Context: an optimization exercise on an open-source flow, tuned for small area and a short achievable clock period. The choices shown serve that exercise and are no tape-out recipe. At most, simulation tests tie the RTL to the original design; equivalence was not proved. Power is estimated from default activity; no workload was simulated.

==> flow/design.v <==
`default_nettype none
package copy_cfg_pkg;
    localparam int ADDR_W = 16;
    localparam int DATA_BYTES = 64;
    localparam int DATA_W     = DATA_BYTES * 8;
    localparam int NUM_DIMS = 6;
    localparam int REQ_W_DEFAULT = 16;
endpackage : copy_cfg_pkg
`default_nettype wire
`default_nettype none
package copy_types_pkg;
    localparam int ADDR_W   = 16;
    localparam int DATA_W   = 64 * 8;
    localparam int NUM_DIMS = 6;
    typedef struct packed {
        logic [ADDR_W-1:0]                   base;
        logic [NUM_DIMS-1:0][ADDR_W-1:0] size;
        logic [NUM_DIMS-1:0][ADDR_W-1:0] stride;
    } addr_pattern_t;
    typedef struct packed {
        logic [ADDR_W-1:0] addr;
        logic              vld;
    } rd_req_t;
    typedef struct packed {
        logic [ADDR_W-1:0] addr;
        logic [DATA_W-1:0] data;
        logic              vld;
    } wr_beat_t;
endpackage : copy_types_pkg
`default_nettype wire
`default_nettype none
module req_counter #(
    parameter int CNT_W = copy_cfg_pkg::REQ_W_DEFAULT
) (
    input  logic             clk,
    input  logic             load,
    input  logic [CNT_W-1:0] load_val,
    input  logic             dec,
    output logic [CNT_W-1:0] count
);
    always_ff @(posedge clk) begin
        if (load)     count <= load_val;
        else if (dec) count <= count - 1'b1;
    end
endmodule
`default_nettype wire
`default_nettype none
module nested_addr_gen (
    input  logic                            clk,
    input  logic                            init_pulse,
    input  logic                            prime,      
    input  copy_types_pkg::addr_pattern_t   pattern,
    input  logic                            step,
    output logic [copy_cfg_pkg::ADDR_W-1:0] addr
);
    localparam int ND = copy_cfg_pkg::NUM_DIMS;
    localparam int AW = copy_cfg_pkg::ADDR_W;
    logic [AW-1:0]          base_q;
    logic [AW-1:0]          back_q;     
    logic [ND-1:0][AW-1:0]  size_q;
    logic [ND-1:0]          tiny_q;     
    logic [ND-1:0][AW-1:0]  cnt_q;      
    logic [ND-1:0]          last_q;     
    logic [ND-1:0]          pen_q;      
    logic [ND-1:0][AW-1:0]  jmp_q;      
    logic [ND-1:0]          jmp_ok;
    logic [ND-1:0]          sel_q;      
    logic [AW-1:0]          jn_q;       
    logic                   okn_q;      
    logic [ND-1:0]          below;      
    logic [ND-1:0]          last_nx;
    logic [ND-1:0]          ok_nx;
    logic [ND-1:0]          sel_nx;
    logic [AW-1:0]          jn_nx;
    logic                   okn_nx;
    logic                   adv;        
    assign adv = step | prime;
    always_comb begin
        logic seen;
        seen = 1'b0;
        for (int d = 0; d < ND; d++) begin
            seen     = seen | sel_q[d];
            below[d] = ~seen;
        end
    end
    always_comb begin
        for (int d = 0; d < ND; d++) begin
            last_nx[d] = last_q[d];
            ok_nx[d]   = jmp_ok[d];
            if (adv) begin
                if (below[d])      last_nx[d] = tiny_q[d];
                else if (sel_q[d]) last_nx[d] = pen_q[d];
                if (sel_q[d])      ok_nx[d]   = 1'b1;
            end
        end
    end
    always_comb begin
        logic carry;
        carry = 1'b1;
        for (int d = 0; d < ND; d++) begin
            sel_nx[d] = carry & ~last_nx[d];
            carry     = carry & last_nx[d];
        end
    end
    always_comb begin
        jn_nx  = '0;
        okn_nx = 1'b0;
        for (int d = 0; d < ND; d++) begin
            jn_nx  = jn_nx | ({AW{sel_nx[d]}} & jmp_q[d]);
            okn_nx = okn_nx | (sel_nx[d] & ok_nx[d]);
        end
    end
    always_ff @(posedge clk) begin
        if (init_pulse) begin
            base_q <= pattern.base;
            size_q <= pattern.size;
            jmp_q  <= pattern.stride;
            jmp_ok <= '0;
            for (int d = 0; d < ND; d++)
                tiny_q[d] <= (pattern.size[d][AW-1:1] == '0);
        end else begin
            last_q <= last_nx;
            jmp_ok <= ok_nx;
            if (adv) begin
                addr   <= okn_q ? addr + jn_q : base_q + jn_q;
                back_q <= okn_q ? back_q - jn_q : '0 - jn_q;
                for (int d = 0; d < ND; d++) begin
                    if (below[d]) begin
                        cnt_q[d] <= size_q[d];
                        pen_q[d] <= (size_q[d] == AW'(2));
                    end else if (sel_q[d]) begin
                        cnt_q[d] <= cnt_q[d] - 1'b1;
                        pen_q[d] <= (cnt_q[d] == AW'(3));
                    end
                    if (sel_q[d] & ~jmp_ok[d]) jmp_q[d] <= back_q + jn_q;
                end
            end
        end
    end
    always_ff @(posedge clk) begin
        if (init_pulse) begin
            sel_q <= '0;
            jn_q  <= '0;
            okn_q <= 1'b0;
        end else begin
            sel_q <= sel_nx;
            jn_q  <= jn_nx;
            okn_q <= okn_nx;
        end
    end
endmodule
`default_nettype wire
`default_nettype none
module copy_sequencer #(
    parameter int REQ_W = copy_cfg_pkg::REQ_W_DEFAULT
) (
    input  logic             clk,
    input  logic             reset_n,
    input  logic             init_pulse,
    input  logic [REQ_W-1:0] areq_num,
    input  logic             prime,       
    input  logic             rdata_vld,
    output logic             rd_vld,      
    output logic             finish
);
    logic             active;      
    logic             rd_go;
    logic             last_pre;    
    logic [REQ_W-1:0] rd_left;     
    logic [REQ_W-1:0] rsp_left;    
    always_ff @(posedge clk or negedge reset_n) begin
        if (~reset_n)        active <= 1'b0;
        else if (init_pulse) active <= 1'b1;
    end
    assign rd_go = active & (rd_left != '0);
    req_counter #(.CNT_W(REQ_W)) u_rd_cnt (
        .clk      (clk)
    ,   .load     (init_pulse)
    ,   .load_val (areq_num)
    ,   .dec      (rd_go)
    ,   .count    (rd_left)
    );
    req_counter #(.CNT_W(REQ_W)) u_rsp_cnt (
        .clk      (clk)
    ,   .load     (init_pulse)
    ,   .load_val (areq_num)
    ,   .dec      (rdata_vld)
    ,   .count    (rsp_left)
    );
    always_ff @(posedge clk or negedge reset_n) begin
        if (~reset_n) begin
            rd_vld   <= 1'b0;
            last_pre <= 1'b0;
            finish   <= 1'b0;
        end else begin
            rd_vld   <= rd_go;
            last_pre <= rdata_vld & (rsp_left == REQ_W'(1));
            finish   <= last_pre | (prime & (rsp_left == '0));
        end
    end
endmodule
`default_nettype wire
`default_nettype none
module write_stage (
    input  logic                            clk,
    input  logic                            reset_n,
    input  logic [copy_cfg_pkg::DATA_W-1:0] rdata,
    input  logic                            rdata_vld,
    output logic [copy_cfg_pkg::DATA_W-1:0] wdata,
    output logic                            wvld
);
    always_ff @(posedge clk) begin
        wdata <= rdata;
    end
    always_ff @(posedge clk or negedge reset_n) begin
        if (~reset_n) wvld <= 1'b0;
        else          wvld <= rdata_vld;
    end
endmodule
`default_nettype wire
`default_nettype none
module strided_copy #(
    parameter int REQ_W = copy_cfg_pkg::REQ_W_DEFAULT
) (
    input  logic                            clk,
    input  logic                            reset_n,
    input  logic                            init_pulse,
    input  logic [REQ_W-1:0]                areq_num,
    input  logic [copy_cfg_pkg::ADDR_W*(1+2*copy_cfg_pkg::NUM_DIMS)-1:0] rd_pattern,
    input  logic [copy_cfg_pkg::ADDR_W*(1+2*copy_cfg_pkg::NUM_DIMS)-1:0] wr_pattern,
    input  logic [copy_cfg_pkg::DATA_W-1:0] rdata,
    input  logic                            rdata_vld,
    output logic [copy_cfg_pkg::ADDR_W-1:0] rd_req_addr,
    output logic                            rd_req_vld,
    output logic [copy_cfg_pkg::ADDR_W-1:0] wr_addr,
    output logic [copy_cfg_pkg::DATA_W-1:0] wr_data,
    output logic                            wr_vld,
    output logic                            finish
);
    copy_types_pkg::addr_pattern_t   rd_pat;
    copy_types_pkg::addr_pattern_t   wr_pat;
    logic                            prime;     
    always_ff @(posedge clk) begin
        prime <= init_pulse;
    end
    assign rd_pat = rd_pattern;
    assign wr_pat = wr_pattern;
    copy_sequencer #(.REQ_W(REQ_W)) u_seq (
        .clk        (clk)
    ,   .reset_n    (reset_n)
    ,   .init_pulse (init_pulse)
    ,   .areq_num   (areq_num)
    ,   .prime      (prime)
    ,   .rdata_vld  (rdata_vld)
    ,   .rd_vld     (rd_req_vld)
    ,   .finish     (finish)
    );
    nested_addr_gen u_rd_gen (
        .clk        (clk)
    ,   .init_pulse (init_pulse)
    ,   .prime      (prime)
    ,   .pattern    (rd_pat)
    ,   .step       (rd_req_vld)
    ,   .addr       (rd_req_addr)
    );
    nested_addr_gen u_wr_gen (
        .clk        (clk)
    ,   .init_pulse (init_pulse)
    ,   .prime      (prime)
    ,   .pattern    (wr_pat)
    ,   .step       (wr_vld)
    ,   .addr       (wr_addr)
    );
    write_stage u_wr_stage (
        .clk        (clk)
    ,   .reset_n    (reset_n)
    ,   .rdata      (rdata)
    ,   .rdata_vld  (rdata_vld)
    ,   .wdata      (wr_data)
    ,   .wvld       (wr_vld)
    );
endmodule
`default_nettype wire
clock: 5.3 ns
lec_check: 0
abc_clock_period_in_ps: 2700
cap_margin: 20
core_area: 5 5 505 505
die_area: 0 0 510 510
setup_slack_margin: 2.6
slew_margin: 20
standard.sh (not shown) runs the stock make flow with config.mk's settings and CLKGATE_MAP_FILE= SYNTH_SCRIPT=/design/flow/synth_recipe.tcl, a recipe that flattens the netlist after the stock synthesis.
==> flow/flow/run.sh <==
#!/bin/bash
# The standard layout, with these changes: each data bit's input and
# output pins are placed side by side (flow/pins.tcl, read just before pin
# placement), the port buffers are the smallest buffer (the resizer upsizes
# the ones on critical paths), and CTS adds no dummy loads. The make output
# goes to flow.log; ORFS keeps each step's log under orfs/logs/.
set -uo pipefail
export PRE_IO_PLACEMENT_TCL="$PWD/flow/pins.tcl"
export BUFFER_PORTS_ARGS="-buffer_cell sky130_fd_sc_hd__buf_1"
export CTS_ARGS="-sink_clustering_enable -repair_clock_nets -dont_use_dummy_load"
bash standard.sh > flow.log 2>&1
==> flow/flow/pins.tcl <==
# Keep each data bit's input and output pins side by side, so the register
# between them sits next to both.
for {set i 0} {$i < 512} {incr i} {
  set_io_pin_constraint -group -order -pin_names [list "rdata\[$i\]" "wr_data\[$i\]"]
}
Then changed:
--- a/flow/design.v
+++ b/flow/design.v
@@ -122,8 +122,8 @@
             last_q <= last_nx;
             jmp_ok <= ok_nx;
             if (adv) begin
-                addr   <= okn_q ? addr + jn_q : base_q + jn_q;
-                back_q <= okn_q ? back_q - jn_q : '0 - jn_q;
+                addr   <= (okn_q ? addr : base_q) + jn_q;
+                back_q <= (okn_q ? back_q : '0) - jn_q;
                 for (int d = 0; d < ND; d++) begin
                     if (below[d]) begin
                         cnt_q[d] <= size_q[d];
@@ -158,7 +158,6 @@
     input  logic             reset_n,
     input  logic             init_pulse,
     input  logic [REQ_W-1:0] areq_num,
-    input  logic             prime,       
     input  logic             rdata_vld,
     output logic             rd_vld,      
     output logic             finish
@@ -194,8 +193,9 @@
             finish   <= 1'b0;
         end else begin
             rd_vld   <= rd_go;
-            last_pre <= rdata_vld & (rsp_left == REQ_W'(1));
-            finish   <= last_pre | (prime & (rsp_left == '0));
+            last_pre <= (rdata_vld & (rsp_left == REQ_W'(1)))
+                      | (init_pulse & (areq_num == '0));
+            finish   <= last_pre;
         end
     end
 endmodule
@@ -250,7 +250,6 @@
     ,   .reset_n    (reset_n)
     ,   .init_pulse (init_pulse)
     ,   .areq_num   (areq_num)
-    ,   .prime      (prime)
     ,   .rdata_vld  (rdata_vld)
     ,   .rd_vld     (rd_req_vld)
     ,   .finish     (finish)
=> Sequential share of layout area barely changes. Worst setup slack improves by 0.022 ns. Count of clock-buffer cells in the layout goes down by 13. Fmax goes up slightly. Total power goes up by a few percent. Hold slack improves by 0.085 ns.
For the first run of this note, only the layout was checked, not whether the RTL still works.

[re-timing with driven ports]
The flow's constraints put no driver on any port. The routed layouts listed below were extracted and timed again, unchanged, in two steps.
Step 1 (the two cells are an assumption about what drives the block):
set clk [get_ports {clk}]
set_driving_cell -lib_cell sky130_fd_sc_hd__clkbuf_16 $clk
set_driving_cell -lib_cell sky130_fd_sc_hd__buf_2 [delete_from_list [all_inputs] $clk]
Step 2 adds t to the input delays and takes it off the output delays; t is the mean of the earliest and latest rising clock arrival at the registers after step 1. Input paths then give back, and output paths get back, about the clock's delay inside the block.
a / b / c = no drivers / after step 1 / after step 2; a / b = the first two.
| run | shift t [ns] | slack for setup (ns) | hold WS [ns] | worst slew at a driven data input, ns |
|---|---|---|---|---|
| the first run | 0.861 | 2.532 / 2.532 / 1.878 | 0.215 / 0.248 / 0.436 | 0.34 |
| the second run | 0.818 | 2.555 / 2.555 / 1.857 | 0.300 / 0.311 / 0.396 | 0.25 |
After both steps every run listed still meets setup and hold. The setup slack of the second run, which loses most, moves by 0.000 ns with the drivers and by -0.698 ns with both steps.
